Source: an optimization exercise on an open RTL-to-GDS flow (aim: small area). Production flows keep margins and buffers that such runs may drop.
Power and IR drop assume default switching activity.

Setup of job 181:
## infix_expression_evaluator
module infix_expression_evaluator #(
	parameter int STACK_DEPTH = 16,
	parameter int VALUE_WIDTH = 32
) (
	input  wire logic        clk,
	input  wire logic        arst_n,
	input  wire logic        start,
	output logic             busy,
	input  wire logic [7:0]  symbol,
	input  wire logic        last,
	output logic             done,
	output logic [31:0]      value,
	output logic [1:0]       status
);
Size: roughly 1,100 cells after synthesis, ~640 flip-flops, ~48 I/O pins, roughly 0.016 mm² of cells after synthesis.
export LEC_CHECK = 0
export CAP_MARGIN = 20
export CORE_MARGIN = 2
export CORE_UTILIZATION = 55
export SLEW_MARGIN = 20
create_clock -name core_clock -period 9.0 [get_ports {clk}]
standard.sh (not shown) runs the stock make flow with config.mk's settings and CLKGATE_MAP_FILE= SYNTH_SCRIPT=/design/flow/synth_recipe.tcl, a recipe that flattens the netlist after the stock synthesis.
==> flow/flow/run.sh <==
#!/bin/bash
# Layout flow: the standard flow (standard.sh, unchanged synthesis) with
# two settings passed through the environment:
#  - clock tree synthesis without dummy loads, with sink clusters of up to
#    30 flip-flops within 60 um;
#  - port buffers of the smallest buffer cell.
# The full output goes to standard.log in the work folder.
export CTS_ARGS="-sink_clustering_enable -repair_clock_nets -dont_use_dummy_load -sink_clustering_size 12 -sink_clustering_max_diameter 35 -buf_list sky130_fd_sc_hd__clkbuf_4"
export BUFFER_PORTS_ARGS="-buffer_cell sky130_fd_sc_hd__buf_1"
bash standard.sh > standard.log 2>&1
Job 181 | status: complete | timing, DRC, antenna: pass
Inputs modified between job 181 and job 8060:
Settings: a change of CORE_UTILIZATION from 55 to 65.
-- flow/flow/run.sh --
<<< job 181, line 7
# The full output goes to standard.log in the work folder.
export CTS_ARGS="-sink_clustering_enable -repair_clock_nets -dont_use_dummy_load -sink_clustering_size 12 -sink_clustering_max_diameter 35 -buf_list sky130_fd_sc_hd__clkbuf_4"
export BUFFER_PORTS_ARGS="-buffer_cell sky130_fd_sc_hd__buf_1"
>>> job 8060, line 7
# The full output goes to standard.log in the work folder.
export CTS_ARGS="-sink_clustering_enable -repair_clock_nets -dont_use_dummy_load -sink_clustering_size 11 -sink_clustering_max_diameter 35 -buf_list sky130_fd_sc_hd__clkbuf_4"
export BUFFER_PORTS_ARGS="-buffer_cell sky130_fd_sc_hd__buf_1"
- Compared with job 181, in job 8060 die outline area now sits lower; post-CTS clock slew at the launch and capture registers of the worst setup and hold paths essentially unchanged; number of global-route vias before repair fell by 67; design area went down.
Input changes introduced in job 6884 (baseline for comparison: job 8060):
Settings: a change of CORE_UTILIZATION from 65 to 55.
-- flow/flow/run.sh --
<<< job 8060, line 7
# The full output goes to standard.log in the work folder.
export CTS_ARGS="-sink_clustering_enable -repair_clock_nets -dont_use_dummy_load -sink_clustering_size 11 -sink_clustering_max_diameter 35 -buf_list sky130_fd_sc_hd__clkbuf_4"
export BUFFER_PORTS_ARGS="-buffer_cell sky130_fd_sc_hd__buf_1"
>>> job 6884, line 7
# The full output goes to standard.log in the work folder.
export CTS_ARGS="-sink_clustering_enable -repair_clock_nets -dont_use_dummy_load -sink_clustering_size 20 -sink_clustering_max_diameter 45 -buf_list sky130_fd_sc_hd__clkbuf_8"
export BUFFER_PORTS_ARGS="-buffer_cell sky130_fd_sc_hd__buf_1"
==> run notes <==
Higher fraction of final layout cells sized beyond drive strength 1 among job 8060 and job 6884: job 8060. Diff job 6884..job 8060 | biggest fanout along the worst timing path | unchanged. Worst-case reg-to-reg path depth across job 8060 and job 6884: no real change. Tap cell count: job 6884 > job 8060. Final area: job 6884 worse than job 8060. Looking at total detailed-routing wirelength, job 6884 sits 1100 µm lower than job 8060 does. Delta(share of the clock period used by the worst path after layout, job 6884 - job 8060) < 0.
The inputs of job 6102 differ from those of job 6884 as listed below.
-- flow/flow/run.sh --
<<< job 6884, line 7
# The full output goes to standard.log in the work folder.
export CTS_ARGS="-sink_clustering_enable -repair_clock_nets -dont_use_dummy_load -sink_clustering_size 20 -sink_clustering_max_diameter 45 -buf_list sky130_fd_sc_hd__clkbuf_8"
export BUFFER_PORTS_ARGS="-buffer_cell sky130_fd_sc_hd__buf_1"
>>> job 6102, line 7
# The full output goes to standard.log in the work folder.
export CTS_ARGS="-sink_clustering_enable -repair_clock_nets -dont_use_dummy_load -sink_clustering_size 10 -sink_clustering_max_diameter 30 -buf_list sky130_fd_sc_hd__clkbuf_4"
export BUFFER_PORTS_ARGS="-buffer_cell sky130_fd_sc_hd__buf_1"
- H-tree depth is lower on job 6884
- Reported for job 6884 and job 6102, post-route setup TNS turned out identical to the last digit.
- Against job 6884, wire length of the first global-routing pass in job 6102 rose by a few percent.
- On combinational cell fraction of total power: job 6102 sits below job 6884.
- Side by side, routed metal-1 wire length turned out lower in job 6102 than in job 6884.
- Diff job 6884 -> job 6102: share of the clock period used by the worst path after layout was more or less identical, final setup slack of the worst path moved up, non-filler instance count after layout increased by 47 relative to the old numbers.
- The maximum frequency of job 6884 and that of job 6102 are within noise of each other.
Function was not checked in any run of this note: the RTL went through the layout flow alone.

port drivers added, routing unchanged:
The flow's constraints put no driver on any port. The routed layouts listed below were extracted and timed again, unchanged, in two steps. Step 1 assumes that a clkbuf_16 drives the clock port and a buf_2 every other input. Step 2 times the ports against the registers' clock, not the clock port: input delays grow and output delays shrink by t, the midpoint of the rising clock arrivals with the driver on. a / b / c = ideal ports / drivers / drivers and shift; a / b = the first two.
run | shift t [ns] | setup WS [ns] | worst setup path after step 2 | latest minus earliest clock arrival (ns) | slew at the worst register clock pin (ns)
job 181 | 0.696 | 2.594 / 2.594 / 2.594 | register to register | 0.140 / 0.140 | 0.12 / 0.12
job 8060 | 0.682 | 2.539 / 2.539 / 2.539 | register to register | 0.105 / 0.105 | 0.11 / 0.11
job 6884 | 0.590 | 2.593 / 2.593 / 2.593 | register to register | 0.127 / 0.128 | 0.11 / 0.11
job 6102 | 0.730 | 2.597 / 2.597 / 2.597 | register to register | 0.058 / 0.059 | 0.10 / 0.10
After both steps setup and hold are still met in every run listed.
